Background: an optimization exercise with open tools, aiming at small area, a short achievable clock period and few clock cycles. Do not read the settings as production practice. RTL that was checked went through simulation tests only; none was proved equivalent to the original. Power and IR drop assume default switching activity.

Design s_expression_tokenizer, start of the top module:
module s_expression_tokenizer (
   input  logic        clock,
   input  logic        reset,
   input  logic        req_valid,
   output logic        req_ready,
   input  logic        req_kind,
   input  logic [7:0]  req_byte_req,
   output logic        rsp_valid,
   input  logic        rsp_ready,
   output logic [2:0]  rsp_token,
   output logic [7:0]  rsp_char_out,
   output logic [63:0] rsp_int_value,
   output logic [1:0]  rsp_error_code,
   output logic [5:0]  rsp_level,
   output logic        rsp_last
);
Size in the first run: roughly 930 cells after synthesis, about 110 flip-flops, about 7800 um2 of cells after synthesis.
Settings: LEC_CHECK=0, CAP_MARGIN=20, CORE_MARGIN=2, CORE_UTILIZATION=75, CTS_BUF_LIST=sky130_fd_sc_hd__clkbuf_4 sky130_fd_sc_hd__clkbuf_8, GPL_TIMING_DRIVEN=1, SETUP_SLACK_MARGIN=2.0, SLEW_MARGIN=20; clock period 5.0 ns.
standard.sh (not shown) runs the stock make flow with config.mk's settings and CLKGATE_MAP_FILE= SYNTH_SCRIPT=/design/flow/synth_recipe.tcl, a recipe that flattens the netlist after the stock synthesis.
==> flow/flow/run.sh <==
#!/bin/bash
# The standard layout, with the ports buffered by the smallest plain buffer
# (buf_1) instead of the delay buffer that buffer_ports picks by default.
# Every input and output port still gets its own buffer.
set -euo pipefail
export BUFFER_PORTS_ARGS="-buffer_cell sky130_fd_sc_hd__buf_1"
bash standard.sh > flow_make.log 2>&1
Testbench counts at the start, summed over its fixed seeds: cycles 20,739.
Edit:
--- a/flow/config.mk
+++ b/flow/config.mk
@@ -8,5 +8,5 @@
 export CAP_MARGIN = 20
 export CORE_MARGIN = 2
-export CORE_UTILIZATION = 75
+export CORE_UTILIZATION = 65
 export CTS_BUF_LIST = sky130_fd_sc_hd__clkbuf_4 sky130_fd_sc_hd__clkbuf_8
 export GPL_TIMING_DRIVEN = 1
Outcome: The new run finished with timing, DRC and antenna clean; via count shrinks by 10%; setup slack is better by 0.24 ns; maximum frequency grows by 8.1%; sequential cell count does not change; synthesized area does not change; final area shrinks by 2.0%; die area grows by 15%; wire length shrinks by 19%; total power shrinks by 1.0%.
Edit:
--- a/flow/config.mk
+++ b/flow/config.mk
@@ -8,5 +8,5 @@
 export CAP_MARGIN = 20
 export CORE_MARGIN = 2
-export CORE_UTILIZATION = 65
+export CORE_UTILIZATION = 55
 export CTS_BUF_LIST = sky130_fd_sc_hd__clkbuf_4 sky130_fd_sc_hd__clkbuf_8
 export GPL_TIMING_DRIVEN = 1
Clock-buffer cell count grows by 3.
Cell count is higher by 4.1%.
Setup slack gains 0.082 ns.
Hold slack hardly moves.
Maximum frequency came out higher by 2.8%.
Power increases by 1.6%.
Clock skew rises by 0.0035 ns.
Via count fell by 1.9%.
Global-route usage fell by 4.7 points.
Synthesized cell count is unchanged.
Edit:
--- a/flow/config.mk
+++ b/flow/config.mk
@@ -8,7 +8,5 @@
 export CAP_MARGIN = 20
 export CORE_MARGIN = 2
-export CORE_UTILIZATION = 55
-export CTS_BUF_LIST = sky130_fd_sc_hd__clkbuf_4 sky130_fd_sc_hd__clkbuf_8
-export GPL_TIMING_DRIVEN = 1
-export SETUP_SLACK_MARGIN = 2.0
+export CORE_UTILIZATION = 65
+export SETUP_SLACK_MARGIN = 2.3
 export SLEW_MARGIN = 20
Result: The changed run finished with timing, DRC and antenna clean; non-clock buffer count is higher by 32; sequential power barely changes; first-iteration DRC count is higher by 77%; final area is higher by 9.0%; synthesized area does not change; worst hold slack is worse by 0.011 ns.

## oak
Starting RTL as in the previous note.
export LEC_CHECK = 0
export CAP_MARGIN = 20
export CORE_MARGIN = 2
export CORE_UTILIZATION = 65
export SETUP_SLACK_MARGIN = 2.0
export SLEW_MARGIN = 20
create_clock -name core_clock -period 5.0 [get_ports {clock}]
Scripts as last shown in full above: flow/flow/run.sh
Testbench counts of oak, summed over its fixed seeds: cycles 20,739.
## Diff of input files: pine against oak
--- a/flow/config.mk
+++ b/flow/config.mk
@@ -9,4 +9,6 @@
 export CORE_MARGIN = 2
 export CORE_UTILIZATION = 65
-export SETUP_SLACK_MARGIN = 2.0
+export CTS_BUF_LIST = sky130_fd_sc_hd__clkbuf_4 sky130_fd_sc_hd__clkbuf_8
+export GPL_TIMING_DRIVEN = 1
+export SETUP_SLACK_MARGIN = 2.2
 export SLEW_MARGIN = 20
Results
- In pine relative to oak, fmax had gone up slightly.
- Higher final instance count without filler cells goes to pine over oak.
- Measured against each other, oak and pine differ in number of buffers added for setup after CTS, the lower figure coming from oak.
- Summary of pine over oak: total instance count after detailed placement now sits at about the same level; synthesized net count was more or less identical; overall routed net length moved up.
- Non-clock buffer instance count of the final layout in pine is 36 higher than in oak

s_expression_tokenizer, a different RTL version from the one above (not shown whole).
For scale: about 1200 cells after synthesis, roughly 99 I/O pins, ~10000 µm² of cells after synthesis.
export LEC_CHECK = 0
export ABC_CLOCK_PERIOD_IN_PS = 3000
export CAP_MARGIN = 20
export CORE_MARGIN = 2
export CORE_UTILIZATION = 40
export SETUP_SLACK_MARGIN = 1.5
export SLEW_MARGIN = 20
create_clock -name core_clock -period 5.0 [get_ports {clock}]
run.sh (not shown) runs the stock make flow with config.mk's settings and CLKGATE_MAP_FILE= SYNTH_SCRIPT=/design/flow/synth_recipe.tcl, a recipe that flattens the netlist after the stock synthesis.
Stock flow here: none of the scripts above is used.
Testbench counts at the start, summed over its fixed seeds: cycles 20,739.
Change:
ABC_CLOCK_PERIOD_IN_PS = unset   (was 3000)
SETUP_SLACK_MARGIN = 2.0   (was 1.5)
The new run produced a clean layout.
Via count goes up by 4.0%.
Count of clock-buffer cells in the layout is higher by 2.
Fmax came out lower by 5.3%.
Combinational power came out higher by about 20%.
Design area climbs by 8.9%.
Utilization climbs by 4.4 points.
Change:
SETUP_SLACK_MARGIN = unset   (was 2.0)
Result: Power goes down by 9.5%. Worst hold slack improved by 0.0035 ns. Setup slack degrades by 0.98 ns.
Change:
SETUP_SLACK_MARGIN = 1.5   (was unset)
Effect: Clock power went down by about 2%; die area stays the same; worst setup slack improved by 1.2 ns; worst hold slack improved by 0.0099 ns; fmax went up by 34%; register-to-register slack improved by 0.69 ns; wire length went up by 4.8%.

== P ==
Another version of the RTL of s_expression_tokenizer (not shown whole).
Size: about 100 flip-flops, roughly 99 I/O pins, ~0.0083 mm² of cells after synthesis.
clock: 5.0 ns
lec_check: 0
cap_margin: 20
core_margin: 2
core_utilization: 40
setup_slack_margin: 2.0
slew_margin: 20
standard.sh (not shown) runs the stock make flow with config.mk's settings and CLKGATE_MAP_FILE= SYNTH_SCRIPT=/design/flow/synth_recipe.tcl, a recipe that flattens the netlist after the stock synthesis.
Scripts as last shown in full above: flow/flow/run.sh
Testbench counts of P, summed over its fixed seeds: cycles 20,739.
Inputs modified between P and Q:
==> flow/run.sh (new file) <==
#!/bin/bash
# synth_recipe.tcl (not shown) runs the flow's synth.tcl, then flattens the netlist and writes it again
# the make line also repeats each setting of config.mk as NAME=value (left out here)
make -C /OpenROAD-flow-scripts/flow DESIGN_CONFIG=/design/flow/config.mk WORK_HOME=/design/flow/orfs CLKGATE_MAP_FILE= SYNTH_SCRIPT=/design/flow/synth_recipe.tcl finish
removed: flow/flow/run.sh
removed: flow/standard.sh
### Flow results
The synthesis-to-finish area growth of Q exceeds that of P by 11 points.
Summary of the comparison: register-to-register slack is higher in Q, relative to P.
Maximum frequency (Q vs. P) decreases slightly
Between P and Q, the met3 wire length is lower for P.
From Q to P, synthesized cell count did not move at all.
Every stage of the flow completed for Q, and the final layout passed the timing, design-rule and antenna checks.

Another version of the RTL of s_expression_tokenizer (not shown whole).
For scale: ~1100 cells after synthesis, about 100 flip-flops, roughly 99 I/O pins.
Settings: LEC_CHECK=0, CAP_MARGIN=20, CORE_MARGIN=2, CORE_UTILIZATION=40, SETUP_SLACK_MARGIN=2.5, SLEW_MARGIN=20; clock period 5.0 ns.
run.sh (not shown) runs the stock make flow with config.mk's settings and CLKGATE_MAP_FILE= SYNTH_SCRIPT=/design/flow/synth_recipe.tcl, a recipe that flattens the netlist after the stock synthesis.
Stock flow here: none of the scripts above is used.
Rerun with:
--- a/flow/config.mk
+++ b/flow/config.mk
@@ -10,3 +10,3 @@
 export CORE_UTILIZATION = 40
-export SETUP_SLACK_MARGIN = 2.5
+export SETUP_SLACK_MARGIN = 2.0
 export SLEW_MARGIN = 20
What happened:
- sequential share of layout area went up by 2.1 points
- clock power went up by 2.8%
- area after synthesis stays the same
- utilization went down by 4.9 points
- total power went down by 7.9%
No functional check of the RTL was part of any run of this note.

s_expression_tokenizer, a different RTL version from the one above (not shown whole).
For scale: ~790 cells after synthesis, ~100 flip-flops, ~99 I/O pins, ~8000 µm² of cells after synthesis.
// s_expression_tokenizer
module s_expression_tokenizer (
   input  logic        clock,
   input  logic        reset,
   input  logic        req_valid,
   output logic        req_ready,
   input  logic        req_kind,
   input  logic [7:0]  req_byte_req,
   output logic        rsp_valid,
   input  logic        rsp_ready,
   output logic [2:0]  rsp_token,
   output logic [7:0]  rsp_char_out,
   output logic [63:0] rsp_int_value,
   output logic [1:0]  rsp_error_code,
   output logic [5:0]  rsp_level,
   output logic        rsp_last
);
make LEC_CHECK=0 CAP_MARGIN=20 CORE_MARGIN=2 CORE_UTILIZATION=40 SETUP_SLACK_MARGIN=2.5 SLEW_MARGIN=20 finish   # period 5.0 ns
The baseline finished clean.
==> next run, changes <==
Settings changed: SETUP_SLACK_MARGIN 2.5 to 2.0.
After rerunning: The new run ran to the end with no violations; clock power went down by 12%; final area went down by 7.0%; clock skew went up by 0.0032 ns; global-route usage went down by 1.4 points; combinational power went down by about 10%; synthesized area does not change; flip-flop and latch count does not change; fmax went down by 1.4%.
No functional check of the RTL was part of any run of this note.

==> what the ideal ports hide <==
The results above use ideal ports. As a check the final layouts listed here were re-extracted and re-timed, cells and wires unchanged.
Step 1: set_driving_cell puts a clkbuf_16 on clock and a buf_2 on each other input, an assumption about the parent block.
Step 2 moves the port delays by t, midway between the first and last clock arrival at a register: inputs arrive t later, outputs are due t later. That takes back most of the time a late clock gives input paths.
Three values: ideal ports, drivers, drivers and shift; two values: the first two.
| run | shift t [ns] | setup WS [ns] | slew at the worst register clock pin (ns) | pins driven straight from the clock port |
|---|---|---|---|---|
| the first run of note 1 | 0.425 | 1.746 / 1.746 / 1.725 | 0.11 / 0.11 | 1 |
| the second run of note 1 | 0.427 | 1.991 / 1.953 / 1.868 | 0.10 / 0.10 | 1 |
| the third run of note 1 | 0.444 | 2.073 / 2.065 / 1.849 | 0.11 / 0.11 | 1 |
| the fourth run of note 1 | 0.395 | 1.937 / 1.937 / 1.937 | 0.07 / 0.07 | 1 |
| oak | 0.400 | 1.877 / 1.877 / 1.877 | 0.07 / 0.07 | 1 |
| pine | 0.425 | 1.888 / 1.888 / 1.888 | 0.11 / 0.11 | 1 |
| the first run of note 3 | 0.407 | 1.556 / 1.508 / 1.579 | 0.09 / 0.09 | 1 |
| the second run of note 3 | 0.415 | 1.365 / 1.353 / 1.365 | 0.08 / 0.08 | 1 |
| the third run of note 3 | 0.413 | 0.382 / 0.334 / 0.747 | 0.09 / 0.09 | 1 |
| the fourth run of note 3 | 0.407 | 1.556 / 1.508 / 1.579 | 0.09 / 0.09 | 1 |
| P | 0.397 | 1.930 / 1.883 / 1.954 | 0.07 / 0.07 | 1 |
| Q | 0.393 | 1.915 / 1.870 / 1.857 | 0.08 / 0.08 | 1 |
| the first run of note 5 | 0.411 | 1.868 / 1.868 / 1.868 | 0.08 / 0.08 | 1 |
| the second run of note 5 | 0.411 | 1.892 / 1.851 / 1.780 | 0.09 / 0.09 | 1 |
| the first run of note 6 | 0.395 | 0.677 / 0.677 / 0.677 | 0.08 / 0.08 | 1 |
| the second run of note 6 | 0.389 | 0.614 / 0.614 / 0.614 | 0.08 / 0.08 | 1 |
After both steps every run listed still meets setup and hold. For the third run of note 1, which loses most, drivers alone change the setup slack by -0.008 ns; drivers and shift together by -0.224 ns.
